Context: an optimization exercise on an open-source flow, tuned for small area. The choices shown serve that exercise and are no tape-out recipe.
Function was checked by simulation only, so behaviour that the tests miss may differ from the original.
Power and IR drop assume default switching activity.

### flow/config.mk
export PLATFORM = sky130hd
export DESIGN_NAME = yolo_layer_top
export DESIGN_NICKNAME = yolo_layer_top
export VERILOG_FILES = /design/flow/design.v
export SDC_FILE = /design/flow/constraint.sdc
export NUM_CORES = 4
export LEC_CHECK = 0
export CAP_MARGIN = 20
export CORE_MARGIN = 2
export CORE_UTILIZATION = 40
export CTS_CLUSTER_DIAMETER = 100
export CTS_CLUSTER_SIZE = 30
export GPL_ROUTABILITY_DRIVEN = 0
export GPL_TIMING_DRIVEN = 0
export SLEW_MARGIN = 20
### flow/constraint.sdc
create_clock -name core_clock -period 5.0 [get_ports {clk}]
set_input_delay 1.0000 -clock core_clock [delete_from_list [all_inputs] [get_ports {clk}]]
set_output_delay 1.0000 -clock core_clock [all_outputs]
set_load 0.01 [all_outputs]
### flow/design.v
`default_nettype none
package yolo_pkg;
    localparam int GRID_COLS = 15;
    localparam int GRID_ROWS = 10;
    localparam int WIN_COL_LO = 1;
    localparam int WIN_COL_HI = 12;
    localparam int WIN_ROW_LO = 1;
    localparam int WIN_ROW_HI = 7;
    localparam int KEEP_N = 5;
    localparam int CONF_LSB = 32;
    localparam int RESULT_WORDS = 2 * KEEP_N;
    typedef logic [63:0] beat_t;
    typedef logic [7:0]  conf_t;
    typedef logic [31:0] box_t;
    typedef logic [3:0]  col_t;
    typedef logic [3:0]  row_t;
    typedef logic [31:0] word_t;
    typedef logic [3:0]  rd_addr_t;
    typedef enum logic [1:0] {
        SCAN_IDLE,
        SCAN_RUN,
        SCAN_DONE
    } scan_state_t;
endpackage
`default_nettype wire
`timescale 1ns/1ns
`default_nettype none
module grid_scanner (
    input  logic           clk,
    input  logic           e203_rst_n,
    input  logic           i_start,
    input  logic           i_clr,
    input  logic           i_valid,
    output logic           o_ready,
    output logic           o_done,
    output logic           o_beat_fire,
    output logic           o_in_window,
    output yolo_pkg::col_t o_col,
    output logic [2:0]     o_row,
    output logic           o_frame_open
);
    logic           run_q;
    logic           done_q;
    yolo_pkg::col_t col_q;
    yolo_pkg::row_t row_q;
    logic           col_wrap;
    logic           row_last;
    logic           frame_last;
    assign o_ready      = run_q;
    assign o_done       = done_q;
    assign o_frame_open = !run_q && !done_q && i_start;
    assign o_beat_fire  = i_valid && run_q;
    assign col_wrap   = (col_q == yolo_pkg::col_t'(yolo_pkg::GRID_COLS - 1));
    assign row_last   = (row_q == yolo_pkg::row_t'(yolo_pkg::GRID_ROWS - 1));
    assign frame_last = o_beat_fire && col_wrap && row_last;
    assign o_in_window = (col_q >= yolo_pkg::col_t'(yolo_pkg::WIN_COL_LO)) && (col_q <= yolo_pkg::col_t'(yolo_pkg::WIN_COL_HI)) &&
                         (row_q >= yolo_pkg::row_t'(yolo_pkg::WIN_ROW_LO)) && (row_q <= yolo_pkg::row_t'(yolo_pkg::WIN_ROW_HI));
    assign o_col = col_q;
    assign o_row = row_q[2:0];
    always_ff @(posedge clk or negedge e203_rst_n) begin
        if (!e203_rst_n) begin
            run_q  <= 1'b0;
            done_q <= 1'b0;
        end else begin
            run_q  <= o_frame_open || (run_q && !frame_last);
            done_q <= frame_last || (done_q && !i_clr);
        end
    end
    always_ff @(posedge clk or negedge e203_rst_n) begin
        if (!e203_rst_n) begin
            col_q <= '0;
            row_q <= '0;
        end else if (o_beat_fire) begin
            if (col_wrap) begin
                col_q <= '0;
                row_q <= row_last ? yolo_pkg::row_t'(0) : row_q + yolo_pkg::row_t'(1);
            end else begin
                col_q <= col_q + yolo_pkg::col_t'(1);
            end
        end
    end
endmodule
`default_nettype wire
`timescale 1ns/1ns
`default_nettype none
module top5_sorter (
    input  logic            clk,
    input  logic            e203_rst_n,
    input  logic            i_frame_open,
    input  logic            i_beat_fire,
    input  logic            i_in_window,
    input  yolo_pkg::beat_t i_beat,
    input  yolo_pkg::col_t  i_col,
    input  logic [2:0]      i_row,
    output yolo_pkg::conf_t [yolo_pkg::KEEP_N-1:0] o_conf,
    output yolo_pkg::box_t  [yolo_pkg::KEEP_N-1:0] o_box,
    output yolo_pkg::col_t  [yolo_pkg::KEEP_N-1:0] o_col,
    output logic [yolo_pkg::KEEP_N-1:0][2:0]       o_row,
    output logic [yolo_pkg::KEEP_N-1:0]            o_valid,
    output logic [yolo_pkg::KEEP_N-1:0][2:0]       o_rank
);
    localparam int N = yolo_pkg::KEEP_N;
    yolo_pkg::conf_t cur_conf;
    logic            take;
    yolo_pkg::conf_t [N-1:0] conf_q;
    yolo_pkg::box_t  [N-1:0] box_q;
    yolo_pkg::col_t  [N-1:0] col_q;
    logic [N-1:0][2:0]       row_q;
    logic [N-1:0]            valid_q;
    logic [N-1:0][2:0]       rank_q;
    logic [N-1:0]            gt;
    logic [N-1:0]            evict;
    logic [N-1:0]            load;
    logic                    ins;
    logic [2:0]              pos;
    function automatic logic conf_gt(input yolo_pkg::conf_t a, input yolo_pkg::conf_t b);
        logic g;
        g = 1'b0;
        for (int i = 0; i < 8; i++) begin
            g = (a[i] & ~b[i]) | ((a[i] | ~b[i]) & g);
        end
        conf_gt = g;
    endfunction
    assign cur_conf = i_beat[yolo_pkg::CONF_LSB +: 8];
    assign take     = i_beat_fire && i_in_window;
    always_comb begin
        for (int s = 0; s < N; s++) begin
            gt[s] = !valid_q[s] || conf_gt(cur_conf, conf_q[s]);
        end
    end
    always_comb begin
        for (int s = 0; s < N; s++) begin
            if (!valid_q[N-1]) begin
                evict[s] = !valid_q[s] && ((s == 0) || valid_q[(s == 0) ? 0 : s-1]);
            end else begin
                evict[s] = rank_q[s][2];
            end
            load[s] = take && evict[s] && gt[s] && (cur_conf != 8'h00);
        end
        ins = |load;
    end
    always_comb begin
        pos = 3'd0;
        for (int s = 0; s < N; s++) begin
            pos = pos + {2'b00, !gt[s]};
        end
    end
    always_ff @(posedge clk) begin
        for (int s = 0; s < N; s++) begin
            if (load[s]) begin
                conf_q[s] <= cur_conf;
                box_q[s]  <= i_beat[31:0];
                col_q[s]  <= i_col;
                row_q[s]  <= i_row;
            end
        end
    end
    always_ff @(posedge clk) begin
        for (int s = 0; s < N; s++) begin
            if (load[s]) begin
                rank_q[s] <= pos;
            end else if (ins && gt[s]) begin
                rank_q[s] <= rank_q[s] + 3'd1;
            end
        end
    end
    always_ff @(posedge clk or negedge e203_rst_n) begin
        if (!e203_rst_n) begin
            valid_q <= '0;
        end else if (i_frame_open) begin
            valid_q <= '0;
        end else begin
            valid_q <= valid_q | load;
        end
    end
    assign o_conf  = conf_q;
    assign o_box   = box_q;
    assign o_col   = col_q;
    assign o_row   = row_q;
    assign o_valid = valid_q;
    assign o_rank  = rank_q;
endmodule
`default_nettype wire
`timescale 1ns/1ns
`default_nettype none
module result_store (
    input  logic               clk,
    input  logic               e203_rst_n,
    input  yolo_pkg::conf_t [yolo_pkg::KEEP_N-1:0] i_conf,
    input  yolo_pkg::box_t  [yolo_pkg::KEEP_N-1:0] i_box,
    input  yolo_pkg::col_t  [yolo_pkg::KEEP_N-1:0] i_col,
    input  logic [yolo_pkg::KEEP_N-1:0][2:0]       i_row,
    input  logic [yolo_pkg::KEEP_N-1:0]            i_valid,
    input  logic [yolo_pkg::KEEP_N-1:0][2:0]       i_rank,
    input  yolo_pkg::rd_addr_t i_rd_addr,
    output yolo_pkg::word_t    o_rd_data
);
    localparam int N = yolo_pkg::KEEP_N;
    logic [N-1:0]       hit;
    logic [N-1:0]       hit_box;
    logic [N-1:0]       hit_info;
    logic [N-1:0]       sel_box_q;
    logic [N-1:0]       sel_info_q;
    always_ff @(posedge clk or negedge e203_rst_n) begin
        if (!e203_rst_n) begin
            sel_box_q  <= '0;
            sel_info_q <= '0;
        end else begin
            sel_box_q  <= hit_box;
            sel_info_q <= hit_info;
        end
    end
    always_comb begin
        for (int s = 0; s < N; s++) begin
            hit[s]      = i_valid[s] && (i_rank[s] == i_rd_addr[3:1]);
            hit_box[s]  = hit[s] && !i_rd_addr[0];
            hit_info[s] = hit[s] && i_rd_addr[0];
        end
    end
    always_comb begin
        o_rd_data = '0;
        for (int s = 0; s < N; s++) begin
            o_rd_data = o_rd_data | ({32{sel_box_q[s]}} & i_box[s])
                                  | ({32{sel_info_q[s]}} & {i_conf[s], i_col[s], 1'b0, i_row[s], 16'h0000});
        end
    end
endmodule
`default_nettype wire
`timescale 1ns/1ns
`default_nettype none
module yolo_layer_top (
    input  logic               clk,
    input  logic               e203_rst_n,
    input  logic               i_start,
    input  logic               i_clr,
    input  logic               i_valid,
    input  yolo_pkg::beat_t    i_beat,
    input  yolo_pkg::rd_addr_t i_rd_addr,
    output logic               o_ready,
    output yolo_pkg::word_t    o_rd_data,
    output logic               o_done
);
    wire       beat_fire;
    wire       in_window;
    wire yolo_pkg::col_t cur_col;
    wire [2:0] cur_row;
    wire       frame_open;
    wire yolo_pkg::conf_t [yolo_pkg::KEEP_N-1:0] rank_conf;
    wire yolo_pkg::box_t  [yolo_pkg::KEEP_N-1:0] rank_box;
    wire yolo_pkg::col_t  [yolo_pkg::KEEP_N-1:0] rank_col;
    wire [yolo_pkg::KEEP_N-1:0][2:0]             rank_row;
    wire [yolo_pkg::KEEP_N-1:0]                  rank_valid;
    wire [yolo_pkg::KEEP_N-1:0][2:0]             rank_pos;
    grid_scanner u_grid_scanner (
        .clk          (clk),
        .e203_rst_n   (e203_rst_n),
        .i_start      (i_start),
        .i_clr        (i_clr),
        .i_valid      (i_valid),
        .o_ready      (o_ready),
        .o_done       (o_done),
        .o_beat_fire  (beat_fire),
        .o_in_window  (in_window),
        .o_col        (cur_col),
        .o_row        (cur_row),
        .o_frame_open (frame_open)
    );
    top5_sorter u_top5_sorter (
        .clk          (clk),
        .e203_rst_n   (e203_rst_n),
        .i_frame_open (frame_open),
        .i_beat_fire  (beat_fire),
        .i_in_window  (in_window),
        .i_beat       (i_beat),
        .i_col        (cur_col),
        .i_row        (cur_row),
        .o_conf       (rank_conf),
        .o_box        (rank_box),
        .o_col        (rank_col),
        .o_row        (rank_row),
        .o_valid      (rank_valid),
        .o_rank       (rank_pos)
    );
    result_store u_result_store (
        .clk          (clk),
        .e203_rst_n   (e203_rst_n),
        .i_conf       (rank_conf),
        .i_box        (rank_box),
        .i_col        (rank_col),
        .i_row        (rank_row),
        .i_valid      (rank_valid),
        .i_rank       (rank_pos),
        .i_rd_addr    (i_rd_addr),
        .o_rd_data    (o_rd_data)
    );
endmodule
`default_nettype wire
### flow/flow/run.sh
#!/bin/bash
# The standard layout, with the smallest buffer on each input and output port,
# and non-critical gates downsized after global routing.
set -euo pipefail
bash standard.sh BUFFER_PORTS_ARGS="-buffer_cell sky130_fd_sc_hd__buf_1" RECOVER_POWER=100 finish > standard_make.log 2>&1
### flow/standard.sh
#!/bin/bash
# synth_recipe.tcl (not shown) runs the flow's synth.tcl, then flattens the netlist and writes it again
# the make line also repeats each setting of config.mk as NAME=value (left out here)
make -C /OpenROAD-flow-scripts/flow DESIGN_CONFIG=/design/flow/config.mk WORK_HOME=/design/flow/orfs CLKGATE_MAP_FILE= SYNTH_SCRIPT=/design/flow/synth_recipe.tcl "${@:-finish}"
==> results of run 1 <==
-- power by group through the flow --
stage	logic, W	registers (W)	clock network, W
2_1_floorplan	0.00123	0.00353	0
4_1_cts	0.00197	0.00361	0.00128
5_1_grt	0.00210	0.00368	0.00135
6_report	0.00189	0.00362	0.00125
3_5_place_dp	0.00196	0.00366	0
3_3_place_gp	0.00187	0.00367	0
-- per-layer routing --
layer	GRT usage [%]	vias up	part of all wire (%)
met5	0	-	0.049
met4	3.42	2	1.7
met3	2.59	26	5.8
met2	30.9	213	48
met1	25.9	3397	44
li1	-	2997	-
-- sequential cells by signal, indices dropped and copies added, names as in the netlist, 4 cells and up --
signal / cells
u_grid_scanner.col_q: 4
u_top5_sorter.row_q: 15
u_top5_sorter.box_q: 160
u_top5_sorter.rank_q: 15
u_result_store.sel_box_q: 5
u_result_store.sel_info_q: 5
u_grid_scanner.row_q: 4
u_top5_sorter.valid_q: 5
u_top5_sorter.col_q: 20
u_top5_sorter.conf_q: 40
-- worst max-delay path, delay by kind of cell --
kind	cells	cell delay, ps
buf+inv	3	1090
compound gates	3	1440
fa+ha+maj	1	420
simple gates	1	320
-- worst min-delay path by stage --
stage	start	end	slack (ps)
after floorplan	u_grid_scanner.col_q[0]	u_top5_sorter.col_q[0]	490
after global placement	u_grid_scanner.done_q	u_grid_scanner.done_q	540
after detailed placement	u_grid_scanner.done_q	u_grid_scanner.done_q	560
after CTS	e203_rst_n	u_grid_scanner.row_q[3]	490
after global routing	u_grid_scanner.col_q[0]	u_top5_sorter.col_q[8]	620
final	u_grid_scanner.done_q	u_grid_scanner.done_q	560
-- through the flow --
step           TNS, ps  hold WS, ps  instances
3_5_place_dp         0          555       1122
2_1_floorplan        0          487        698
6_report             0          564       1144
5_1_grt              0          624       1144
3_3_place_gp    -39810          542       1118
4_1_cts              0          488       1144
-- cells in the mapped netlist, drive strengths merged, types with 15 or more instances --
master	number	area share (%)
a21oi	19	0.87
dfrtp	25	5.7
edfxtp	250	68
xnor2	21	1.7
a222oi	19	1.7
a22o	16	1.3
a221oi	15	1.2
inv	27	0.95
nand2	33	1.2
nand4	20	1.1
a22oi	63	4.3
clkbuf	24	0.83
nor2	33	1.2
o21ai	18	0.92
-- logic make-up after synthesis --
family          share of synthesized area (%)
compound gates                           12.9
xor+xnor                                 1.76
fa+ha+maj                                1.94
buf+inv                                  1.86
flops                                    74.2
mux                                     0.913
simple gates                             6.50
-- layout make-up --
type	count	area share, %
Clock inverter	2	0.319
Buffer	26	0.812
Timing Repair Buffer	83	3.16
Multi-Input combinational cell	370	21.5
Clock buffer	20	3.06
Tap cell	341	3.51
Sequential cell	275	66.8
Inverter	27	0.853
==> impl_metrics.ini, run 1 <==
[run_status]
status = complete, but fails checks
so_faults = max-capacitance violations, max-slew violations

[run]
maxCapViolations = 2

[placed_design]
hpwl_um = 17300
dp_slack_ps = 285
placed_area_um2 = 11800
port_buffers = 79

[detailed_routing]
firstDrtPassIters = 5
antenna_left = 0
wire_per_inst_um = 23.1
finalWirelength_um = 26400
vias = 6635
drcViolationCount = 0
viasPerCell = 5.80
initialDrtViolationCount = 706

[sta]
setup_violations = 0
period_share_pct = 87.9
max_freq_ghz = 0.227
rsz0062_at_grt = false
hold_viol = 0
tightest_slew_ps = 1730
finalWorstSetupSlack_ps = 603
fin_crit_ps = 4400
fin_skew_ps = 29.0
slew_violations = 65
relSlewSlack_pct = -15.7

[power_and_ir_drop]
peakVddDrop_mv = 0.432
powerDensity_nw_per_um2 = 555
power_frac_comb_pct = 27.9
p_switching_w = 0.00228
internal_power_w = 0.00447
swShare_pct = 33.8
p_seq_share_pct = 53.6
total_power_w = 0.00676
power.leakage_nw = 3.96
clkPwrFrac_pct = 18.6

[clock_network]
cts_resized = 0
cts_tree = done
clk_latency_ps = 500
path_clk_slew_ps = 120
cts_sinks = 275
cts-root-buf = clkbuf_16
htree_levels = 1
cts_buffers = 13
cts_hold_buf = 0
post-cts-setup-buffers = 0
clockBufferDepth = 3

[worst_hold_path]
hold_path_class = register to register
hold_depth = 2

[cells_and_area]
num_antenna_cells = 0
fillers = 2390
layout_common_cells = 250 x edfxtp_1, 68 x buf_1, 63 x a22oi_1
drive_gt1_share_pct = 4.98
final_common_cell = edfxtp_1
fin_nets = 878
seq_area_um2 = 8130
fin_util_pct = 45.2
area_delta_synth_final_pct = 11.0
multi_input_area_um2 = 2610
finalInstanceArea_um2 = 12200

[setup_path]
worstSetupStartpoint = i_beat[33]
max_stage_delay_ps = 910
worstPathRequired_ps = 4940
cp-endpoint = u_top5_sorter.box_q[73]
crit_path_frequent_cell = o21ai_0
crit_arrival_ps = 4330
r2r-end = u_top5_sorter.rank_q[0]
cp-end-kind = register
ff2ff_setup_slack_ps = 1030
worstSetupStartpointType = primary input
cp_slowest_cell = o21ai_0
crit_path_max_fanout = 47
timing_worst_setup_path_type = primary input to register
cp_cell_sequence = clkbuf_1 -> and3b_2 -> a2111oi_0 -> o21ai_0 -> maj3_1 -> o21ai_0 -> inv_4 -> clkbuf_2
reg2regPathDepth = 8
timing.rr.start = u_grid_scanner.col_q[0]

[grt]
grt_pass1_wl_um = 39800
grt.total_usage_pct = 18.4
grt_pass1_vias = 6562
grt_overflow = 0
antenna_found_initial = 1
grt_max_degree = 55

[synth]
synth_edf_count = 250
ys_ff_latch = 275
syn-num-nets = 780
ys_seq_area_share_pct = 74.2
synth_area_per_cell_um2 = 15.7
ys_types = 66
synth_flop_cell = edfxtp_1
synthCells = 698
netlist_area_um2 = 11000
ys_warn_count = 3
ys_async_sr_fraction_pct = 9.09

[floorplan]
die_y_um = 170
fp.coreArea_um2 = 27000
initial_utilization_pct = 40.7
rows = 60
pin_count = 107
dieArea_um2 = 28800
die_x_um = 170
==> inputs of run 2 (changes only) <==
--- a/flow/config.mk
+++ b/flow/config.mk
@@ -10,6 +10,4 @@
 export CORE_UTILIZATION = 40
 export CTS_CLUSTER_DIAMETER = 100
 export CTS_CLUSTER_SIZE = 30
-export GPL_ROUTABILITY_DRIVEN = 0
-export GPL_TIMING_DRIVEN = 0
 export SLEW_MARGIN = 20
==> run 2 against run 1 <==
- now clean on timing, DRC and antenna
- sequential share of layout area rose by 0.63 points
- register-to-register slack gained 150 ps
- synthesized cell count unchanged
- sequential power increased by 1%
- total power is 2.0% lower
- synthesized area stayed put
- global-route usage shrank 0.39 points
- worst hold slack better by 6.3 ps
- critical endpoint is now u_top5_sorter.rank_q[8]
- largest power group unchanged
- highest routed layer is now met4
==> impl_metrics.ini, run 2 <==
[sta]
period_share_pct = 85.5
slew_violations = 0
tightest_slew_ps = 1350
hold_viol = 0
rsz0062_at_grt = false
fin_skew_ps = 31.5
max_freq_ghz = 0.234
relSlewSlack_pct = 9.77
fin_crit_ps = 4270
fin_setup_tns_ps = 0
setup_violations = 0
finalWorstSetupSlack_ps = 727

[detailed_routing]
initialDrtViolationCount = 506
vias = 6510
viasPerCell = 5.74
wire_per_inst_um = 22.6
antenna_left = 0
drcViolationCount = 0
finalWirelength_um = 25700
firstDrtPassIters = 5

[clock_network]
clockBufferDepth = 3
cts_sinks = 275
cts_tree = done
cts_buffers = 13
post-cts-setup-buffers = 0
cts_resized = 0
cts_hold_buf = 0
clk_latency_ps = 500
path_clk_slew_ps = 110
cts-root-buf = clkbuf_16
htree_levels = 1

[power_and_ir_drop]
powerDensity_nw_per_um2 = 549
power.leakage_nw = 3.92
peakVddDrop_mv = 0.194

[synth]
synth_edf_count = 250
syn-num-nets = 780
ys_seq_area_share_pct = 74.2
yosys-top-cells-count = 250 x edfxtp_1, 63 x a22oi_1, 32 x nand2_1, 32 x nor2_1, 26 x inv_1
yosysMostFrequentCell = edfxtp_1
synth_flop_cell = edfxtp_1
netlist_top_cells_area = edfxtp_1 68%, dfrtp_1 5.7%, a22oi_1 4.3%
yosys.area.top_type = edfxtp_1
synthCells = 698
netlist_area_um2 = 11000
ys_async_sr_fraction_pct = 9.09
synth_area_per_cell_um2 = 15.7
ys_warn_count = 3
ys_ff_latch = 275
synth_top_cell_area_share_pct = 68.4
ys_types = 66

[floorplan]
fp.coreArea_um2 = 27000
initial_utilization_pct = 40.7
pin_count = 107
rows = 60
die_x_um = 170
die_y_um = 170
dieArea_um2 = 28800

[setup_path]
worstSetupStartpoint = i_beat[32]
crit_path_frequent_cell = maj3_1
crit_path_max_fanout = 24
worstSetupStartpointType = primary input
cp_slowest_cell = clkinvlp_2
max_stage_delay_ps = 770
worstPathRequired_ps = 5260
cp-end-kind = register
timing_worst_setup_path_type = primary input to register
crit_arrival_ps = 4530
cpLargestDelayFamily = buffers and inverters
crit_buf_inv = 3
cp_cell_sequence = clkbuf_1 -> nor2b_1 -> maj3_1 -> maj3_1 -> maj3_1 -> o21a_1 -> nand2_1 -> clkinvlp_2 -> buf_4 -> o31a_1
timing.rr.start = u_top5_sorter.conf_q[8]
ff2ff_setup_slack_ps = 1180

[cells_and_area]
num_antenna_cells = 0
seq_area_um2 = 8130
drive_gt1_share_pct = 4.41
largest_register = u_top5_sorter.box_q
reg_top3 = u_top5_sorter.box_q x160, u_top5_sorter.conf_q x40, u_top5_sorter.col_q x20
layout_common_cells = 250 x edfxtp_1, 73 x buf_1, 63 x a22oi_1
fin_nets = 870
fillers = 2429
area_delta_synth_final_pct = 9.93
largest_reg_flops = 160
multi_input_area_um2 = 2600
final_common_cell = edfxtp_1

[grt]
grt_overflow = 0
grt_pass1_vias = 6539
antenna_found_initial = 0
grt_max_degree = 52
grt.total_usage_pct = 18.0
grt_pass1_wl_um = 39100

[placed_design]
gp_congestion = 0.824
hpwl_um = 15900
port_buffers = 82
dp_slack_ps = 431

[worst_hold_path]
holdCritStartpoint = u_grid_scanner.done_q
hold_path_class = register to register

[run_status]
status = complete, no violations

[run]
maxCapViolations = 0
[run 2: cell families after synthesis]
logic type	after synthesis	share of synthesized area [%]
DFF	275	74.2
AOI/OAI and AO/OA	185	12.9
and+or+nand+nor	137	6.50
buffers and inverters	53	1.86
xor gates and xnor gates	22	1.76
adders and majority gates	17	1.94
muxes	9	0.913
[run 2: layout make-up]
class	count	share of cell area, %
Inverter	27	0.851
Timing Repair Buffer	101	3.49
Clock buffer	19	2.89
Multi-Input combinational cell	370	21.6
Tap cell	341	3.54
Sequential cell	275	67.5
Clock inverter	2	0.228
[run 2: tightest hold or removal path, delay by kind of cell, from the launching register on]
kind,cells,cell delay [ps]
flip-flops,1,410
AO/OA/AOI/OAI,1,70
buffers and inverters,1,60
[run 2: final timing paths]
path | end | cells after the start
max in group asynchronous | u_grid_scanner.col_q[3] | 2
max | u_top5_sorter.rank_q[8] | 10
min reg2reg | u_grid_scanner.done_q | 2
max reg2reg | u_top5_sorter.rank_q[8] | 9
min | u_grid_scanner.done_q | 2
min in group asynchronous | u_grid_scanner.done_q | 2
[run 2: where the power goes]
group          switching [W]  internal (W)
Sequential          0.000410       0.00326
Clock               0.000689      0.000506
Combinational        0.00113      0.000629
[run 2: through the flow]
| stage | cells | hold slack [ps] | util, % | cell area (µm²) | total power, W |
|---|---|---|---|---|---|
| 6_report | 1135 | 570 | 44.7 | 12100 | 0.00662 |
| 5_1_grt | 1135 | 622 | 44.7 | 12100 | 0.00699 |
| 4_1_cts | 1135 | 467 | 45.1 | 12200 | 0.00674 |
| 3_5_place_dp | 1114 | 561 | 43.7 | 11800 | 0.00556 |
| 3_3_place_gp | 1114 | 548 | 43.7 | 11800 | 0.00553 |
| 2_1_floorplan | 698 | 487 | - | 11000 | 0.00476 |
[run 2: routing by layer]
layer	vias to the layer above	track usage, %	wire length, µm
met4	0	3.49	458
met1	3296	24.8	11300
met5	-	0	0
li1	2988	-	-
met2	194	30.5	12500
met3	32	2.78	1420
==> inputs of run 3 (changes only) <==
--- a/flow/config.mk
+++ b/flow/config.mk
@@ -5,9 +5,9 @@
 export SDC_FILE = /design/flow/constraint.sdc
 export NUM_CORES = 4
 export LEC_CHECK = 0
-export CAP_MARGIN = 20
+export CAP_MARGIN = 0
 export CORE_MARGIN = 2
 export CORE_UTILIZATION = 40
 export CTS_CLUSTER_DIAMETER = 100
 export CTS_CLUSTER_SIZE = 30
-export SLEW_MARGIN = 20
+export SLEW_MARGIN = 0
==> run 3 against run 2 <==
- die area unchanged
- core utilization unchanged
- critical path depth unchanged
==> impl_metrics.ini, run 3 <==
[setup_path]
worstPathRequired_ps = 5260
cp-end-kind = register
worstSetupStartpointType = primary input
timing_worst_setup_path_type = primary input to register
crit_arrival_ps = 4530
crit_path_max_fanout = 24

[power_and_ir_drop]
total_power_w = 0.00662
swShare_pct = 33.6
power_frac_comb_pct = 26.5
p_switching_w = 0.00223
clkPwrFrac_pct = 18.0
peakVddDrop_mv = 0.194
internal_power_w = 0.00440
p_seq_share_pct = 55.4
powerDensity_nw_per_um2 = 549
power.leakage_nw = 3.92

[detailed_routing]
finalWirelength_um = 25700
antenna_left = 0
viasPerCell = 5.74
firstDrtPassIters = 5
initialDrtViolationCount = 506
vias = 6510
wire_per_inst_um = 22.6
drcViolationCount = 0

[sta]
fin_crit_ps = 4270
period_share_pct = 85.5
fin_skew_ps = 31.5
rsz0062_at_grt = false
slew_violations = 0
relSlewSlack_pct = 9.77
tightest_slew_ps = 1350
whs_ps = 570
setup_violations = 0
hold_viol = 0
fin_setup_tns_ps = 0
finalWorstSetupSlack_ps = 727
max_freq_ghz = 0.234

[floorplan]
die_y_um = 170
die_x_um = 170
fp.coreArea_um2 = 27000
dieArea_um2 = 28800
pin_count = 107
initial_utilization_pct = 40.7
rows = 60

[cells_and_area]
reg_top3 = u_top5_sorter.box_q x160, u_top5_sorter.conf_q x40, u_top5_sorter.col_q x20
seq_area_um2 = 8130
layout_common_cells = 250 x edfxtp_1, 73 x buf_1, 63 x a22oi_1
final_common_cell = edfxtp_1
drive_gt1_share_pct = 4.41
multi_input_area_um2 = 2600
area_delta_synth_final_pct = 9.93
largest_register = u_top5_sorter.box_q
largest_reg_flops = 160
fin_nets = 870
fillers = 2429
fin_util_pct = 44.7
num_antenna_cells = 0

[synth]
synth_flop_cell = edfxtp_1
synth_area_per_cell_um2 = 15.7
yosys.area.top_type = edfxtp_1
netlist_top_cells_area = edfxtp_1 68%, dfrtp_1 5.7%, a22oi_1 4.3%
ys_ff_latch = 275
ys_types = 66
ys_async_sr_fraction_pct = 9.09
synth_top_cell_area_share_pct = 68.4
yosysMostFrequentCell = edfxtp_1
netlist_area_um2 = 11000
ys_warn_count = 3
syn-num-nets = 780
yosys-top-cells-count = 250 x edfxtp_1, 63 x a22oi_1, 32 x nand2_1, 32 x nor2_1, 26 x inv_1
ys_seq_area_share_pct = 74.2
synth_edf_count = 250
synthCells = 698

[grt]
antenna_found_initial = 0
grt_overflow = 0
grt.total_usage_pct = 18.0
grt_pass1_wl_um = 39100
grt_pass1_vias = 6539
grt_max_degree = 52

[clock_network]
clockBufferDepth = 3
cts_resized = 0
cts_tree = done
clk_latency_ps = 500
post-cts-setup-buffers = 0
cts_hold_buf = 0
htree_levels = 1
path_clk_slew_ps = 110
cts_sinks = 275
cts_buffers = 13
cts-root-buf = clkbuf_16

[placed_design]
gp_congestion = 0.824
hpwl_um = 15900
port_buffers = 82
dp_slack_ps = 431

[worst_hold_path]
hold_path_class = register to register

[run_status]
status = complete, no violations

[run]
maxCapViolations = 0
## run 3: metal layers
layer	wire length, µm	GRT usage, %
met4	458	3.49
met3	1420	2.78
met2	12500	30.5
met1	11300	24.8
met5	0	0
## run 3: critical path, cell delays in order
cell        delay, ps
clkbuf_1          170
nor2b_1           180
maj3_1            360
maj3_1            370
maj3_1            370
o21a_1            220
nand2_1           110
clkinvlp_2        770
buf_4             580
o31a_1            390
## run 3: area by class of cell
| type | instances | area share, % |
|---|---|---|
| clock buffers | 19 | 2.89 |
| clock inverters | 2 | 0.228 |
| inverters | 27 | 0.851 |
| multi-input cells | 370 | 21.6 |
| flip-flops and latches | 275 | 67.5 |
| well taps | 341 | 3.54 |
| repair buffers | 101 | 3.49 |
## run 3: metrics by stage
stage          area (µm²)  cells
6_report            12100   1135
5_1_grt             12100   1135
4_1_cts             12200   1135
3_5_place_dp        11800   1114
3_3_place_gp        11800   1114
2_1_floorplan       11000    698
## run 3: worst paths after layout
check                                        startpoint                 endpoint  cells after the start  slack [ps]
worst max-delay path                         i_beat[32]  u_top5_sorter.rank_q[8]                     10         730
worst min-delay path              u_grid_scanner.done_q    u_grid_scanner.done_q                      2         570
worst max register to register  u_top5_sorter.conf_q[8]  u_top5_sorter.rank_q[8]                      9        1180
worst min register to register    u_grid_scanner.done_q    u_grid_scanner.done_q                      2         570
max in group asynchronous                    e203_rst_n  u_grid_scanner.col_q[3]                      2        3350
min in group asynchronous                    e203_rst_n    u_grid_scanner.done_q                      2         850
## run 3: kinds of logic after synthesis
family / synth area share [%]
muxes: 0.913
AOI/OAI and AO/OA: 12.9
buffers and inverters: 1.86
DFF: 74.2
and+or+nand+nor: 6.50
adders and majority gates: 1.94
xor gates and xnor gates: 1.76
## run 3: power groups by stage
stage	Clock, W	Sequential, W	Combinational [W]
2_1_floorplan	0	0.00353	0.00123
3_3_place_gp	0	0.00370	0.00183
3_5_place_dp	0	0.00371	0.00185
4_1_cts	0.00123	0.00366	0.00186
5_1_grt	0.00130	0.00374	0.00195
6_report	0.00120	0.00367	0.00176
==> inputs of run 4 (changes only) <==
--- a/flow/config.mk
+++ b/flow/config.mk
@@ -5,9 +5,9 @@
 export SDC_FILE = /design/flow/constraint.sdc
 export NUM_CORES = 4
 export LEC_CHECK = 0
-export CAP_MARGIN = 0
+export CAP_MARGIN = 10
 export CORE_MARGIN = 2
 export CORE_UTILIZATION = 40
 export CTS_CLUSTER_DIAMETER = 100
 export CTS_CLUSTER_SIZE = 30
-export SLEW_MARGIN = 0
+export SLEW_MARGIN = 10
==> run 4 against run 3 <==
- clock power barely moved
- clock-buffer cell count did not move
- via count did not move
- global-route usage did not move
==> impl_metrics.ini, run 4 <==
[sta]
fin_crit_ps = 4270
fin_skew_ps = 31.5
tightest_slew_ps = 1350
max_freq_ghz = 0.234
period_share_pct = 85.5
rsz0062_at_grt = false
relSlewSlack_pct = 9.77
slew_violations = 0
setup_violations = 0
finalWorstSetupSlack_ps = 727
fin_setup_tns_ps = 0
hold_viol = 0

[clock_network]
cts_buffers = 13
cts_hold_buf = 0
htree_levels = 1
cts_sinks = 275
cts_resized = 0
cts_tree = done
path_clk_slew_ps = 110
clk_latency_ps = 500
clockBufferDepth = 3
post-cts-setup-buffers = 0
cts-root-buf = clkbuf_16

[grt]
antenna_found_initial = 0
grt_pass1_vias = 6539
grt_pass1_wl_um = 39100
grt_max_degree = 52
grt_overflow = 0
grt.total_usage_pct = 18.0

[detailed_routing]
antenna_left = 0
initialDrtViolationCount = 506
wire_per_inst_um = 22.6
viasPerCell = 5.74
firstDrtPassIters = 5
drcViolationCount = 0
finalWirelength_um = 25700
vias = 6510

[worst_hold_path]
min_to = u_grid_scanner.done_q
hold_depth = 2
holdCritStartpoint = u_grid_scanner.done_q
hold_path_class = register to register

[setup_path]
crit_arrival_ps = 4530
timing.rr.start = u_top5_sorter.conf_q[8]
crit_path_max_fanout = 24
worstPathRequired_ps = 5260
cp-end-kind = register
r2r-end = u_top5_sorter.rank_q[8]
worstSetupStartpointType = primary input
reg2regPathDepth = 9
ff2ff_setup_slack_ps = 1180
timing_worst_setup_path_type = primary input to register

[cells_and_area]
area_delta_synth_final_pct = 9.93
reg_top3 = u_top5_sorter.box_q x160, u_top5_sorter.conf_q x40, u_top5_sorter.col_q x20
layout_common_cells = 250 x edfxtp_1, 73 x buf_1, 63 x a22oi_1
fin_nets = 870
fillers = 2429
largest_register = u_top5_sorter.box_q
final_common_cell = edfxtp_1
drive_gt1_share_pct = 4.41
largest_reg_flops = 160
num_antenna_cells = 0

[synth]
ys_ff_latch = 275
netlist_area_um2 = 11000
synth_top_cell_area_share_pct = 68.4
synth_area_per_cell_um2 = 15.7
syn-num-nets = 780
yosys.area.top_type = edfxtp_1
yosys-top-cells-count = 250 x edfxtp_1, 63 x a22oi_1, 32 x nand2_1, 32 x nor2_1, 26 x inv_1
netlist_top_cells_area = edfxtp_1 68%, dfrtp_1 5.7%, a22oi_1 4.3%
ys_warn_count = 3
ys_async_sr_fraction_pct = 9.09
ys_types = 66
yosysMostFrequentCell = edfxtp_1
synth_flop_cell = edfxtp_1
ys_seq_area_share_pct = 74.2
synthCells = 698
synth_edf_count = 250

[floorplan]
pin_count = 107
die_x_um = 170
rows = 60
initial_utilization_pct = 40.7
dieArea_um2 = 28800
fp.coreArea_um2 = 27000
die_y_um = 170

[power_and_ir_drop]
clkPwrFrac_pct = 18.0
p_seq_share_pct = 55.4
powerDensity_nw_per_um2 = 549
power.leakage_nw = 3.92
swShare_pct = 33.6
peakVddDrop_mv = 0.194
internal_power_w = 0.00440
power_frac_comb_pct = 26.5
p_switching_w = 0.00223

[run]
maxCapViolations = 0

[run_status]
status = complete, no violations

[placed_design]
hpwl_um = 15900
gp_congestion = 0.824
port_buffers = 82
dp_slack_ps = 431
## run 4: cell counts in the layout (fill, tap and decap cells not counted)
Identical to the previous run, type by type.
## run 4: logic make-up (layout without fill, tap and decap cells)
group	after synthesis	count (layout)	synth area share, %
flip-flops	275	275	74.2
AO/OA/AOI/OAI	185	185	12.9
buffers and inverters	53	149	1.86
multiplexers	9	9	0.913
AND/OR/NAND/NOR	137	137	6.50
adder cells (fa/ha/maj)	17	17	1.94
XOR/XNOR	22	22	1.76
## run 4: area by class of cell
| type | instances | area [µm²] | area share [%] |
|---|---|---|---|
| Clock buffer | 19 | 348 | 2.89 |
| Clock inverter | 2 | 27.5 | 0.228 |
| Inverter | 27 | 103 | 0.851 |
| Multi-Input combinational cell | 370 | 2600 | 21.6 |
| Sequential cell | 275 | 8130 | 67.5 |
| Tap cell | 341 | 427 | 3.54 |
| Timing Repair Buffer | 101 | 420 | 3.49 |
## run 4: through the flow
step	power, W	area, µm²	cells	hold WS (ps)	util, %
global placement	0.00553	11800	1114	548	43.7
CTS	0.00674	12200	1135	467	45.1
finish	0.00662	12100	1135	570	44.7
floorplan	0.00476	11000	698	487	-
global route	0.00699	12100	1135	622	44.7
detailed placement	0.00556	11800	1114	561	43.7
## run 4: routing by layer
| layer | GRT usage [%] | part of all wire, % |
|---|---|---|
| met5 | 0 | 0 |
| met4 | 3.49 | 1.8 |
| met3 | 2.78 | 5.5 |
| met2 | 30.5 | 49 |
| met1 | 24.8 | 44 |
## run 4: power by group through the flow
stage / clock network, W / logic [W] / registers, W
global route: 0.00130 / 0.00195 / 0.00374
detailed placement: 0 / 0.00185 / 0.00371
global placement: 0 / 0.00183 / 0.00370
CTS: 0.00123 / 0.00186 / 0.00366
finish: 0.00120 / 0.00176 / 0.00367
floorplan: 0 / 0.00123 / 0.00353
## run 4: how the worst max path moves through the flow
stage	from	endpoint	slack, ps	depth (start not counted)
floorplan	i_beat[32]	u_top5_sorter.rank_q[10]	900	13
CTS	i_beat[32]	u_top5_sorter.rank_q[1]	940	14
detailed placement	i_beat[32]	u_top5_sorter.rank_q[1]	430	14
global route	i_beat[34]	u_top5_sorter.box_q[79]	390	8
global placement	i_beat[34]	u_top5_sorter.rank_q[10]	450	12
finish	i_beat[32]	u_top5_sorter.rank_q[8]	730	10
## run 4: critical path, stage by stage
cell and delay (ps):
clkbuf_1 170, nor2b_1 180, maj3_1 360, maj3_1 370, maj3_1 370, o21a_1 220
nand2_1 110, clkinvlp_2 770, buf_4 580, o31a_1 390
==> inputs of run 5 (changes only) <==
==> flow/config.mk (replaced) <==
export PLATFORM = sky130hd
export DESIGN_NAME = yolo_layer_top
export DESIGN_NICKNAME = yolo_layer_top
export VERILOG_FILES = /design/flow/design.v
export SDC_FILE = /design/flow/constraint.sdc
export NUM_CORES = 4
export LEC_CHECK = 0
export CAP_MARGIN = 20
export CORE_MARGIN = 2
export CORE_UTILIZATION = 60
export CTS_CLUSTER_DIAMETER = 60
export CTS_CLUSTER_SIZE = 40
export PLACE_DENSITY = 0.75
export SLEW_MARGIN = 20
==> run 5 against run 4 <==
- the layout now fails its checks (max-capacitance violations, max-slew violations)
- global-route usage up 6.9 points
- synthesized area unchanged
- sequential power grew 2%
- synthesized cell count is the same
- clock skew shrank 5.4 ps
- wire length shrank 5.1%
- core utilization up 22 points
- register-to-register slack about the same
- fmax increased by 1.9%
- worst hold slack got worse by 5.1 ps
- first-iteration DRC count grew 57%
- die area decreased by 33%
- largest cell class unchanged
- largest power group unchanged
- highest routed layer unchanged
==> impl_metrics.ini, run 5 <==
[setup_path]
crit_buf_inv = 4
cp-endpoint = u_top5_sorter.box_q[63]
ff2ff_setup_slack_ps = 1190
cp-end-kind = register
worstSetupStartpointType = primary input
r2r-end = u_top5_sorter.box_q[63]
crit_path_max_fanout = 32
worstSetupStartpoint = i_beat[36]
worstPathRequired_ps = 5100
cpLargestDelayFamily = buffers and inverters
cp_cell_sequence = buf_1 -> clkbuf_1 -> nor4_1 -> and4_1 -> or3_1 -> nor2_1 -> nand2_2 -> inv_4 -> clkbuf_1
max_stage_delay_ps = 1120
timing.rr.start = u_grid_scanner.row_q[2]
path_depth = 9
timing_worst_setup_path_type = primary input to register
crit_arrival_ps = 4290
cp_slowest_cell = clkbuf_1
reg2regPathDepth = 7
crit_path_frequent_cell = clkbuf_1

[cells_and_area]
layout_common_cells = 250 x edfxtp_1, 74 x buf_1, 63 x a22oi_1
area_delta_synth_final_pct = 9.48
drive_gt1_share_pct = 6.22
largest_register = u_top5_sorter.box_q
fin_nets = 862
reg_top3 = u_top5_sorter.box_q x160, u_top5_sorter.conf_q x40, u_top5_sorter.col_q x20
final_common_cell = edfxtp_1
largest_reg_flops = 160

[synth]
yosys.area.top_type = edfxtp_1
yosys-top-cells-count = 250 x edfxtp_1, 63 x a22oi_1, 32 x nand2_1, 32 x nor2_1, 26 x inv_1
ys_seq_area_share_pct = 74.2
ys_async_sr_fraction_pct = 9.09
ys_ff_latch = 275
yosysMostFrequentCell = edfxtp_1
synth_edf_count = 250
ys_warn_count = 3
synth_flop_cell = edfxtp_1
synthCells = 698
ys_types = 66
synth_top_cell_area_share_pct = 68.4
synth_area_per_cell_um2 = 15.7
syn-num-nets = 780
netlist_top_cells_area = edfxtp_1 68%, dfrtp_1 5.7%, a22oi_1 4.3%
netlist_area_um2 = 11000

[clock_network]
post-cts-setup-buffers = 0
clk_latency_ps = 510
cts_tree = done
cts_hold_buf = 0
cts_sinks = 275
clockBufferDepth = 3
cts-root-buf = clkbuf_16
htree_levels = 1
path_clk_slew_ps = 110
cts_resized = 0
cts_buffers = 15

[detailed_routing]
vias = 6764
finalWirelength_um = 24400
viasPerCell = 6.64
firstDrtPassIters = 6
wire_per_inst_um = 23.9
initialDrtViolationCount = 796
drcViolationCount = 0
antenna_left = 0

[power_and_ir_drop]
power.leakage_nw = 3.96
peakVddDrop_mv = 0.460
powerDensity_nw_per_um2 = 567

[sta]
hold_viol = 0
max_freq_ghz = 0.238
period_share_pct = 83.9
finalWorstSetupSlack_ps = 807
tightest_slew_ps = 1630
fin_setup_tns_ps = 0
setup_violations = 0
fin_crit_ps = 4190
rsz0062_at_grt = false
fin_skew_ps = 26.1
slew_violations = 33
relSlewSlack_pct = -8.62

[grt]
grt.total_usage_pct = 24.9
grt_overflow = 0
grt_pass1_wl_um = 37300
grt_pass1_vias = 6791
grt_max_degree = 48
antenna_found_initial = 1

[worst_hold_path]
hold_depth = 2
hold_path_class = register to register

[placed_design]
dp_slack_ps = 352
gp_congestion = 0.923
hpwl_um = 14500
port_buffers = 82

[run]
maxCapViolations = 1

[floorplan]
die_y_um = 139
fp.coreArea_um2 = 18000
die_x_um = 139
dieArea_um2 = 19400
initial_utilization_pct = 61.1
pin_count = 107
rows = 49

[run_status]
so_faults = max-capacitance violations, max-slew violations
status = complete, but fails checks
-- run 5: cell counts after synthesis --
Identical to the previous run, type by type.
-- run 5: report_power, final --
group / total [W] / internal [W] / switching, W
clock network: 0.00137 / 0.000603 / 0.000770
logic: 0.00167 / 0.000614 / 0.00106
registers: 0.00376 / 0.00328 / 0.000489
total: 0.00681 / 0.00449 / 0.00232
-- run 5: metrics by stage --
step	hold WS (ps)	cell area [µm²]	power (W)	utilization, %	instances
2_1_floorplan	487	11000	0.00476	-	698
3_3_place_gp	541	11600	0.00540	64.3	992
3_5_place_dp	551	11600	0.00549	64.3	992
4_1_cts	470	12100	0.00684	67.2	1017
5_1_grt	618	12000	0.00713	66.8	1018
6_report	565	12000	0.00681	66.8	1018
-- run 5: how the worst min path moves through the flow --
| stage | slack, ps | start | to |
|---|---|---|---|
| 4_1_cts | 470 | e203_rst_n | u_grid_scanner.run_q |
| 2_1_floorplan | 490 | u_grid_scanner.col_q[0] | u_top5_sorter.col_q[0] |
| 6_report | 560 | u_grid_scanner.done_q | u_grid_scanner.done_q |
| 3_5_place_dp | 550 | u_grid_scanner.done_q | u_grid_scanner.done_q |
| 3_3_place_gp | 540 | u_grid_scanner.done_q | u_grid_scanner.done_q |
| 5_1_grt | 620 | u_grid_scanner.row_q[3] | u_grid_scanner.row_q[3] |
-- run 5: worst reg2reg max path: cells and delay by family, from the launching register on --
family | cells | cell delay [ps]
buf+inv | 2 | 1540
flops | 1 | 510
simple gates | 5 | 1360
-- run 5: layout make-up --
| type | count | area (µm²) |
|---|---|---|
| inverter | 27 | 104 |
| fill | 1239 | 5960 |
| timing repair buffer | 91 | 347 |
| sequential | 275 | 8140 |
| antenna | 1 | 2.50 |
| clock inverter | 9 | 139 |
| clock buffer | 16 | 379 |
| tap | 229 | 287 |
| multi-input combinational | 370 | 2610 |
-- run 5: cell families after synthesis --
| family | count (synthesis) | synth area share (%) |
|---|---|---|
| flip-flops | 275 | 74.2 |
| buffers and inverters | 53 | 1.86 |
| AO/OA/AOI/OAI | 185 | 12.9 |
| XOR/XNOR | 22 | 1.76 |
| adder cells (fa/ha/maj) | 17 | 1.94 |
| AND/OR/NAND/NOR | 137 | 6.50 |
| multiplexers | 9 | 0.913 |
-- run 5: per-layer routing --
metal,GRT usage (%),vias up,wire length (µm)
met1,34.6,3370,9680
met4,7.81,0,691
met3,4.04,53,2400
li1,-,2969,-
met2,41.2,372,11600
met5,0,-,0
==> inputs of run 6 (changes only) <==
--- a/flow/design.v
+++ b/flow/design.v
@@ -159,7 +159,7 @@
         for (int s = 0; s < N; s++) begin
             if (load[s]) begin
                 rank_q[s] <= pos;
-            end else if (ins && gt[s]) begin
+            end else if (ins && valid_q[s] && gt[s]) begin
                 rank_q[s] <= rank_q[s] + 3'd1;
             end
         end
==> flow/run.sh (new file) <==
#!/bin/bash
# synth_recipe.tcl (not shown) runs the flow's synth.tcl, then flattens the netlist and writes it again
# the make line also repeats each setting of config.mk as NAME=value (left out here)
make -C /OpenROAD-flow-scripts/flow DESIGN_CONFIG=/design/flow/config.mk WORK_HOME=/design/flow/orfs CLKGATE_MAP_FILE= SYNTH_SCRIPT=/design/flow/synth_recipe.tcl finish
--- a/flow/config.mk
+++ b/flow/config.mk
@@ -7,8 +7,7 @@
 export LEC_CHECK = 0
 export CAP_MARGIN = 20
 export CORE_MARGIN = 2
-export CORE_UTILIZATION = 60
-export CTS_CLUSTER_DIAMETER = 60
-export CTS_CLUSTER_SIZE = 40
-export PLACE_DENSITY = 0.75
+export CORE_UTILIZATION = 40
+export CTS_CLUSTER_DIAMETER = 100
+export CTS_CLUSTER_SIZE = 30
 export SLEW_MARGIN = 20
removed: flow/flow/run.sh
removed: flow/standard.sh
==> run 6 against run 5 <==
- synthesized cell count shrank 0.57%
- via count shrank 2.8%
- the run now finishes clean
- sequential cell count did not move
- total power rose by 3.2%
- worst setup slack worse by 48 ps
==> impl_metrics.ini, run 6 <==
[sta]
max_freq_ghz = 0.236
relSlewSlack_pct = 32.9
fin_skew_ps = 16.5
finalWorstSetupSlack_ps = 759
hold_viol = 0
slew_violations = 0
period_share_pct = 84.8
tightest_slew_ps = 1000
fin_crit_ps = 4240
fin_setup_tns_ps = 0
setup_violations = 0
rsz0062_at_grt = false

[clock_network]
cts_hold_buf = 0
post-cts-setup-buffers = 0
cts_tree = done
cts_sinks = 275
path_clk_slew_ps = 110
cts_resized = 0
clk_latency_ps = 480
cts_buffers = 13
clockBufferDepth = 3
cts-root-buf = clkbuf_16
htree_levels = 1

[setup_path]
cp_slowest_cell = clkdlybuf4s50_1
cp-end-kind = register
worstPathRequired_ps = 5240
ff2ff_setup_slack_ps = 1420
crit_arrival_ps = 4480
crit_path_max_fanout = 6
reg2regPathDepth = 12
crit_buf_inv = 4
worstSetupStartpointType = primary input
timing_worst_setup_path_type = primary input to register
r2r-end = u_top5_sorter.rank_q[13]
max_stage_delay_ps = 600
cpLargestDelayFamily = adder cells
timing.rr.start = u_top5_sorter.conf_q[0]
cp_cell_sequence = clkdlybuf4s50_1 -> inv_2 -> o22ai_1 -> a2111oi_4 -> nor3_2 -> a21boi_0 -> ha_1 -> inv_1 -> fa_1 -> inv_1 -> ha_1 -> fa_1 -> mux2_1

[detailed_routing]
vias = 6572
initialDrtViolationCount = 606
antenna_left = 0
viasPerCell = 5.69
wire_per_inst_um = 23.0
finalWirelength_um = 26600
firstDrtPassIters = 6
drcViolationCount = 0

[floorplan]
pin_count = 107
die_x_um = 170
die_y_um = 170
dieArea_um2 = 29100
initial_utilization_pct = 40.9
fp.coreArea_um2 = 27100
rows = 60

[synth]
synth.area.mux_share_pct = 1.07
yosysMostFrequentCell = edfxtp_1
ys_types = 64
synth_flop_cell = edfxtp_1
ys_async_sr_fraction_pct = 9.09
synthCells = 694
ys_seq_area_share_pct = 73.4
synth_area_per_cell_um2 = 16.0
synth_compound_area_share_pct = 13.5
netlist_area_um2 = 11100
netlist_top_cells_area = edfxtp_1 68%, dfrtp_1 5.6%, a22oi_1 4.4%
synthAdderAreaFrac_pct = 2.01
synth_top_family_by_area = compound AO/OA/AOI/OAI gates
yosys-top-cells-count = 250 x edfxtp_1, 65 x a22oi_1, 33 x nand2_1
ys_ff_latch = 275
syn-num-nets = 776
ys_warn_count = 3
yosys.area.top_type = edfxtp_1
synth_edf_count = 250
synth_top_cell_area_share_pct = 67.7
synth_xor_area_share_pct = 1.74
synthSimpleGateAreaFrac_pct = 6.36

[run]
maxCapViolations = 0

[cells_and_area]
largest_register = u_top5_sorter.box_q
drive_gt1_share_pct = 9.83
seq_area_um2 = 8140
layout_common_cells = 250 x edfxtp_1, 81 x clkdlybuf4s50_1, 65 x a22oi_1
fin_util_pct = 47.3
final_common_cell = edfxtp_1
fillers = 2317
largest_reg_flops = 160
area_delta_synth_final_pct = 15.6
finalInstanceArea_um2 = 12800
multi_input_area_um2 = 2740
reg_top3 = u_top5_sorter.box_q x160, u_top5_sorter.conf_q x40, u_top5_sorter.col_q x20
num_antenna_cells = 0
fin_nets = 863

[power_and_ir_drop]
powerDensity_nw_per_um2 = 549
peakVddDrop_mv = 0.374
power.leakage_nw = 4.19

[grt]
antenna_found_initial = 0
grt_max_degree = 51
grt_pass1_wl_um = 40400
grt.total_usage_pct = 18.4
grt_overflow = 0
busiest_layer = met2
grt_util_met3_pct = 2.60
grt_pass1_vias = 6826
use_met2_pct = 31.6
met1_usage_pct = 25.4

[placed_design]
placed_area_um2 = 12400
gp_congestion = 0.858
dp_slack_ps = 296
hpwl_um = 16100
port_buffers = 82

[run_status]
status = complete, no violations

[worst_hold_path]
hold_path_class = primary input to async pin
-- run 6: changes by cell type after synthesis, moves of 3 or more --
| cell | change |
|---|---|
| inv_2 | +4 |
| a41oi_1 | -3 |
| nor3b_1 | -4 |
| nand4_1 | +3 |
| nor3_2 | +3 |
| a21oi_1 | -9 |
| inv_1 | -3 |
| nor2b_1 | -4 |
-- run 6: final cells by class --
cell class / count / area share [%]
Multi-Input combinational cell: 365 / 21.4
Tap cell: 372 / 3.63
Timing Repair Buffer: 99 / 7.76
Sequential cell: 275 / 63.5
Clock inverter: 2 / 0.254
Clock buffer: 15 / 2.60
Inverter: 27 / 0.791
-- run 6: worst max path at each step --
| stage | from | end | slack, ps | cells after the start |
|---|---|---|---|---|
| after global routing | i_beat[32] | u_top5_sorter.rank_q[13] | 610 | 13 |
| after global placement | i_beat[32] | u_top5_sorter.rank_q[13] | 290 | 13 |
| after detailed placement | i_beat[36] | u_top5_sorter.rank_q[13] | 300 | 13 |
| after CTS | i_beat[32] | u_top5_sorter.rank_q[13] | 800 | 13 |
| after floorplan | i_beat[38] | u_top5_sorter.rank_q[10] | 390 | 7 |
| final | i_beat[36] | u_top5_sorter.rank_q[13] | 760 | 13 |
-- run 6: logic make-up after synthesis --
family | Yosys count
adders and majority gates | 18
AOI/OAI and AO/OA | 182
xor gates and xnor gates | 22
and+or+nand+nor | 132
muxes | 11
buffers and inverters | 54
DFF | 275
-- run 6: routing by layer --
metal / up-vias / wire, µm
li1: 2961 / -
met5: - / 0
met1: 3340 / 11800
met3: 23 / 1570
met4: 0 / 325
met2: 248 / 12900
-- run 6: report_power, final --
group	total (W)	leakage, nW	internal [W]	switching (W)
logic	0.00212	1.42	0.000910	0.00121
registers	0.00374	2.59	0.00328	0.000465
clock network	0.00117	0.176	0.000492	0.000680
total	0.00703	4.19	0.00468	0.00235
-- run 6: through the flow --
step / instances / hold slack [ps] / total power (W)
6_report: 1155 / 501 / 0.00703
5_1_grt: 1155 / 531 / 0.00740
4_1_cts: 1155 / 513 / 0.00709
3_5_place_dp: 1138 / 561 / 0.00594
3_3_place_gp: 1138 / 547 / 0.00585
2_1_floorplan: 694 / 487 / 0.00486
==> inputs of run 7 (changes only) <==
--- a/flow/config.mk
+++ b/flow/config.mk
@@ -7,7 +7,7 @@
 export LEC_CHECK = 0
 export CAP_MARGIN = 20
 export CORE_MARGIN = 2
-export CORE_UTILIZATION = 40
+export CORE_UTILIZATION = 60
 export CTS_CLUSTER_DIAMETER = 100
 export CTS_CLUSTER_SIZE = 30
 export SLEW_MARGIN = 20
==> run 7 against run 6 <==
- clock skew is 5.9 ps higher
- sequential power hardly changed
- global-route usage is 7.2 points higher
- critical path depth stayed put
- largest cell class unchanged
- highest routed layer unchanged
==> impl_metrics.ini, run 7 <==
[synth]
synth_flop_cell = edfxtp_1
ys_async_sr_fraction_pct = 9.09
synthCells = 694
ys_seq_area_share_pct = 73.4
ys_warn_count = 3
yosys-top-cells-count = 250 x edfxtp_1, 65 x a22oi_1, 33 x nand2_1
netlist_area_um2 = 11100
synth_edf_count = 250
synth_area_per_cell_um2 = 16.0
yosys.area.top_type = edfxtp_1
ys_ff_latch = 275
yosysMostFrequentCell = edfxtp_1
ys_types = 64
netlist_top_cells_area = edfxtp_1 68%, dfrtp_1 5.6%, a22oi_1 4.4%
syn-num-nets = 776
synth_top_cell_area_share_pct = 67.7

[grt]
antenna_found_initial = 0
grt_pass1_wl_um = 38300
grt_max_degree = 48
met1_usage_pct = 36.0
grt.total_usage_pct = 25.7
use_met2_pct = 43.5
grt_util_met3_pct = 3.59
grt_pass1_vias = 6679
grt_overflow = 0
busiest_layer = met2

[sta]
hold_viol = 0
fin_crit_ps = 4220
rsz0062_at_grt = false
fin_skew_ps = 22.3
max_freq_ghz = 0.237
slew_violations = 0
relSlewSlack_pct = 37.3
setup_violations = 0
period_share_pct = 84.4
tightest_slew_ps = 940
fin_setup_tns_ps = 0
finalWorstSetupSlack_ps = 781

[setup_path]
cp_cell_sequence = clkdlybuf4s50_1 -> nor2b_4 -> maj3_2 -> a2111oi_4 -> nor3_2 -> a21boi_0 -> ha_1 -> inv_1 -> fa_1 -> inv_1 -> ha_1 -> fa_1 -> mux2_1
crit_path_max_fanout = 5
timing.rr.start = u_top5_sorter.conf_q[8]
cp_slowest_cell = fa_1
worstPathRequired_ps = 5220
ff2ff_setup_slack_ps = 1440
cp-end-kind = register
r2r-end = u_top5_sorter.rank_q[13]
reg2regPathDepth = 11
crit_arrival_ps = 4430
max_stage_delay_ps = 520
timing_worst_setup_path_type = primary input to register
worstSetupStartpointType = primary input

[detailed_routing]
finalWirelength_um = 25000
firstDrtPassIters = 5
viasPerCell = 6.56
wire_per_inst_um = 24.6
vias = 6658
drcViolationCount = 0
antenna_left = 0
initialDrtViolationCount = 745

[cells_and_area]
layout_common_cells = 250 x edfxtp_1, 81 x clkdlybuf4s50_1, 65 x a22oi_1
drive_gt1_share_pct = 10.3
fin_util_pct = 70.2
area_delta_synth_final_pct = 14.1
reg_top3 = u_top5_sorter.box_q x160, u_top5_sorter.conf_q x40, u_top5_sorter.col_q x20
fin_nets = 866
num_antenna_cells = 0
stdcell_count = 1015
largest_reg_flops = 160
final_common_cell = edfxtp_1
largest_register = u_top5_sorter.box_q

[floorplan]
fp.coreArea_um2 = 18000
initial_utilization_pct = 61.5
die_x_um = 140
pin_count = 107
rows = 49
die_y_um = 140
dieArea_um2 = 19600

[power_and_ir_drop]
powerDensity_nw_per_um2 = 553
peakVddDrop_mv = 0.470
power.leakage_nw = 4.20

[clock_network]
cts_resized = 0
cts_buffers = 13
path_clk_slew_ps = 100
clockBufferDepth = 3
cts_tree = done
post-cts-setup-buffers = 0
cts_hold_buf = 0
clk_latency_ps = 480
htree_levels = 1
cts-root-buf = clkbuf_16
cts_sinks = 275

[placed_design]
gp_congestion = 0.876
port_buffers = 82
dp_slack_ps = 286
hpwl_um = 15100
placedCellCount = 998

[run_status]
status = complete, no violations

[run]
maxCapViolations = 0

[worst_hold_path]
hold_path_class = primary input to async pin
## run 7: cell count changes in the layout (fill, tap and decap cells not counted), sizes merged
cell and delta:
clkinv -2, inv +2, buf +3
## run 7: area by class of cell
| class | count | area, µm² |
|---|---|---|
| flip-flops and latches | 275 | 8140 |
| clock buffers | 15 | 333 |
| multi-input cells | 365 | 2740 |
| repair buffers | 102 | 1020 |
| inverters | 27 | 101 |
| well taps | 229 | 287 |
| fillers | 1198 | 5380 |
| clock inverters | 2 | 28.8 |
## run 7: worst max-delay path by stage
stage                     from                        to  slack [ps]  cells past startpoint
floorplan           i_beat[38]  u_top5_sorter.rank_q[10]         390                      7
global placement    i_beat[32]  u_top5_sorter.rank_q[13]         320                     13
detailed placement  i_beat[32]  u_top5_sorter.rank_q[13]         290                     13
CTS                 i_beat[32]  u_top5_sorter.rank_q[13]         770                     13
global route        i_beat[32]  u_top5_sorter.rank_q[13]         610                     13
finish              i_beat[32]  u_top5_sorter.rank_q[13]         780                     13
## run 7: critical path: cells and delay by family
family,cells,cell delay [ps]
muxes,1,330
buffers and inverters,3,610
adders and majority gates,5,1680
and+or+nand+nor,2,270
AOI/OAI and AO/OA,2,540
## run 7: report_power, final
group | leakage [nW] | internal (W) | switching (W)
clock | 0.177 | 0.000493 | 0.000658
combinational | 1.44 | 0.000928 | 0.00116
sequential | 2.59 | 0.00327 | 0.000482
total | 4.20 | 0.00470 | 0.00230
## run 7: cell families (layout without fill, tap and decap cells)
kind of cell	after synthesis	in the layout	synth area share [%]
compound gates	182	182	13.5
flops	275	275	73.4
simple gates	132	132	6.36
mux	11	11	1.07
buf+inv	54	146	1.92
fa+ha+maj	18	18	2.01
xor+xnor	22	22	1.74
## run 7: stage by stage
| stage | cell area, µm² | hold slack (ps) | power, W |
|---|---|---|---|
| after floorplan | 11100 | 487 | 0.00486 |
| after CTS | 12700 | 573 | 0.00704 |
| final | 12600 | 509 | 0.00700 |
| after global routing | 12600 | 521 | 0.00735 |
| after global placement | 12300 | 544 | 0.00582 |
| after detailed placement | 12300 | 559 | 0.00591 |
## run 7: metal layers
metal / wire length, µm / part of all wire (%)
met1: 10100 / 41
met2: 12400 / 50
met3: 1810 / 7.3
met4: 565 / 2.3
met5: 0 / 0
==> inputs of run 8 (changes only) <==
--- a/flow/config.mk
+++ b/flow/config.mk
@@ -7,7 +7,8 @@
 export LEC_CHECK = 0
 export CAP_MARGIN = 20
 export CORE_MARGIN = 2
-export CORE_UTILIZATION = 60
-export CTS_CLUSTER_DIAMETER = 100
-export CTS_CLUSTER_SIZE = 30
+export CORE_UTILIZATION = 40
+export CTS_BUF_LIST = sky130_fd_sc_hd__clkbuf_8
+export CTS_CLUSTER_DIAMETER = 60
+export CTS_CLUSTER_SIZE = 20
 export SLEW_MARGIN = 20
==> run 8 against run 7 <==
- still clean
- worst setup slack improved by 31 ps
- die area rose by 48%
- combinational power barely moved
- via count shrank 0.12%
- final area increased by 1.6%
- clock skew increased by 4.9 ps
- wire length up 7.4%
- sequential share of layout area decreased by 1.0 points
- clock-buffer cell count rose by 6
- synthesized cell count unchanged
- total power grew 0.58%
- first-iteration DRC count down 16%
- critical path type unchanged
- largest power group unchanged
- highest routed layer unchanged
==> impl_metrics.ini, run 8 <==
[run_status]
status = complete, no violations

[sta]
relSlewSlack_pct = 33.0
fin_crit_ps = 4190
slew_violations = 0
hold_viol = 0
whs_ps = 423
setup_violations = 0
fin_skew_ps = 27.3
period_share_pct = 83.8
tightest_slew_ps = 1000
fin_setup_tns_ps = 0
max_freq_ghz = 0.239
rsz0062_at_grt = false

[detailed_routing]
antenna_left = 0
drcViolationCount = 0
initialDrtViolationCount = 629
finalWirelength_um = 26800
firstDrtPassIters = 5
viasPerCell = 5.68
vias = 6650
wire_per_inst_um = 22.9

[setup_path]
crit_arrival_ps = 4480
cp-end-kind = register
max_stage_delay_ps = 600
timing.rr.start = u_top5_sorter.conf_q[0]
crit_path_max_fanout = 6
worstPathRequired_ps = 5290
timing_worst_setup_path_type = primary input to register
reg2regPathDepth = 12
worstSetupStartpointType = primary input
ff2ff_setup_slack_ps = 1420
cp_cell_sequence = clkdlybuf4s50_1 -> inv_2 -> o22ai_1 -> a2111oi_4 -> nor3_2 -> a21boi_0 -> ha_1 -> inv_1 -> fa_1 -> inv_1 -> ha_1 -> fa_1 -> mux2_1
r2r-end = u_top5_sorter.rank_q[13]
cp_slowest_cell = clkdlybuf4s50_1

[synth]
synthCells = 694
netlist_area_um2 = 11100
ys_ff_latch = 275
synth_edf_count = 250
ys_seq_area_share_pct = 73.4
netlist_top_cells_area = edfxtp_1 68%, dfrtp_1 5.6%, a22oi_1 4.4%
synth_flop_cell = edfxtp_1
synth_area_per_cell_um2 = 16.0
yosys-top-cells-count = 250 x edfxtp_1, 65 x a22oi_1, 33 x nand2_1
yosys.area.top_type = edfxtp_1
ys_warn_count = 3
synth_top_cell_area_share_pct = 67.7
yosysMostFrequentCell = edfxtp_1
ys_types = 64
ys_async_sr_fraction_pct = 9.09
syn-num-nets = 776

[grt]
grt_overflow = 0
grt.total_usage_pct = 18.6
grt_max_degree = 51
antenna_found_initial = 0
grt_pass1_vias = 6882
grt_pass1_wl_um = 40600

[floorplan]
initial_utilization_pct = 40.9
die_y_um = 170
dieArea_um2 = 29100
rows = 60
pin_count = 107
fp.coreArea_um2 = 27100
die_x_um = 170

[cells_and_area]
area_delta_synth_final_pct = 16.0
layout_common_cells = 250 x edfxtp_1, 81 x clkdlybuf4s50_1, 65 x a22oi_1
largest_reg_flops = 160
num_antenna_cells = 0
final_common_cell = edfxtp_1
reg_top3 = u_top5_sorter.box_q x160, u_top5_sorter.conf_q x40, u_top5_sorter.col_q x20
drive_gt1_share_pct = 11.4
fin_nets = 871
largest_register = u_top5_sorter.box_q

[clock_network]
cts_resized = 0
cts_sinks = 275
htree_levels = 1
cts_hold_buf = 0
post-cts-setup-buffers = 0
cts_tree = done
clk_latency_ps = 550
cts-root-buf = clkbuf_8
clockBufferDepth = 3
path_clk_slew_ps = 120
cts_buffers = 21

[power_and_ir_drop]
power.leakage_nw = 4.23
power_frac_comb_pct = 30.0
p_seq_share_pct = 53.2
p_switching_w = 0.00242
clkPwrFrac_pct = 16.8
internal_power_w = 0.00462
total_power_w = 0.00704
powerDensity_nw_per_um2 = 547
swShare_pct = 34.4
peakVddDrop_mv = 0.370

[run]
maxCapViolations = 0

[placed_design]
gp_congestion = 0.858
port_buffers = 82
hpwl_um = 16100

[worst_hold_path]
hold_path_class = primary input to async pin
==> run 8: cell counts after synthesis <==
Identical to the previous run, type by type.
==> run 8: power by group through the flow <==
stage,sequential (W),combinational [W],clock [W]
after global placement,0.00375,0.00210,0
after floorplan,0.00356,0.00131,0
final,0.00374,0.00211,0.00118
after CTS,0.00374,0.00215,0.00122
after global routing,0.00380,0.00231,0.00130
after detailed placement,0.00379,0.00214,0
==> run 8: cells by family after synthesis <==
logic type      synth area share, %
flops                          73.4
fa+ha+maj                      2.01
compound gates                 13.5
mux                            1.07
xor+xnor                       1.74
buf+inv                        1.92
simple gates                   6.36
==> run 8: worst max path at each step <==
| stage | start | endpoint | slack, ps | depth (start not counted) |
|---|---|---|---|---|
| after CTS | i_beat[32] | u_top5_sorter.rank_q[13] | 870 | 13 |
| after floorplan | i_beat[38] | u_top5_sorter.rank_q[10] | 390 | 7 |
| after detailed placement | i_beat[36] | u_top5_sorter.rank_q[13] | 300 | 13 |
| final | i_beat[36] | u_top5_sorter.rank_q[13] | 810 | 13 |
| after global routing | i_beat[32] | u_top5_sorter.rank_q[13] | 670 | 13 |
| after global placement | i_beat[32] | u_top5_sorter.rank_q[13] | 290 | 13 |
==> run 8: final cells by class <==
type                    count  area [µm²]
fillers                  2327       14200
flip-flops and latches    275        8140
multi-input cells         365        2740
repair buffers             99         993
well taps                 372         465
clock buffers              21         289
clock inverters            11         121
inverters                  27         101
==> run 8: per-layer routing <==
layer	global-route usage, %	up-vias	part of all wire [%]
met3	2.60	43	5.8
met2	31.7	249	49
li1	-	2985	-
met4	4.76	0	2.2
met5	0	-	0
met1	25.1	3373	43
==> run 8: critical path: cells and delay by family <==
kind / cells / cell delay (ps)
AND/OR/NAND/NOR: 1 / 310
AO/OA/AOI/OAI: 3 / 500
buffers and inverters: 4 / 790
multiplexers: 1 / 330
adder cells (fa/ha/maj): 4 / 1540
==> run 8: through the flow <==
| stage | util (%) | cell area [µm²] | cells | setup WS (ps) |
|---|---|---|---|---|
| after floorplan | - | 11100 | 694 | 389 |
| after global routing | 47.4 | 12900 | 1170 | 666 |
| after detailed placement | 45.9 | 12400 | 1138 | 296 |
| after global placement | 45.9 | 12400 | 1138 | 292 |
| final | 47.4 | 12900 | 1170 | 811 |
| after CTS | 47.4 | 12900 | 1170 | 871 |

port drivers added, routing unchanged:
How much do the figures lean on ideal ports? The routed layouts below were timed once more, with nothing changed but the port constraints.
Step 1, drivers: a clkbuf_16 drives clk and a buf_2 each remaining input, both assumed.
Step 2, shift: input delay + t, output delay - t, t = (earliest + latest rising clock arrival at the registers) / 2. This alone moves slack from input paths to output paths.
Three values: ideal, step 1, step 2; two values: the first two.
| run | t, ns | slack for setup (ns) | hold slack, ns | worst data-port slew with drivers (ns) | pins driven straight from the clock port |
|---|---|---|---|---|---|
| run 1 | 0.538 | 0.603 / 0.623 / 0.086 | 0.564 / 0.564 / 0.564 | 0.07 | 1 |
| run 2 | 0.537 | 0.727 / 0.749 / 0.212 | 0.570 / 0.570 / 0.570 | 0.07 | 1 |
| run 3 | 0.537 | 0.727 / 0.749 / 0.212 | 0.570 / 0.570 / 0.570 | 0.07 | 1 |
| run 4 | 0.537 | 0.727 / 0.749 / 0.212 | 0.570 / 0.570 / 0.570 | 0.07 | 1 |
| run 5 | 0.535 | 0.807 / 0.827 / 0.292 | 0.565 / 0.565 / 0.565 | 0.07 | 1 |
| run 6 | 0.520 | 0.759 / 0.771 / 0.251 | 0.501 / 0.477 / 0.574 | 0.07 | 1 |
| run 7 | 0.512 | 0.781 / 0.796 / 0.284 | 0.509 / 0.482 / 0.568 | 0.06 | 1 |
| run 8 | 0.582 | 0.811 / 0.819 / 0.237 | 0.423 / 0.403 / 0.576 | 0.06 | 1 |
For run 8, which loses most, drivers alone change the setup slack by +0.008 ns; drivers and shift together by -0.574 ns.
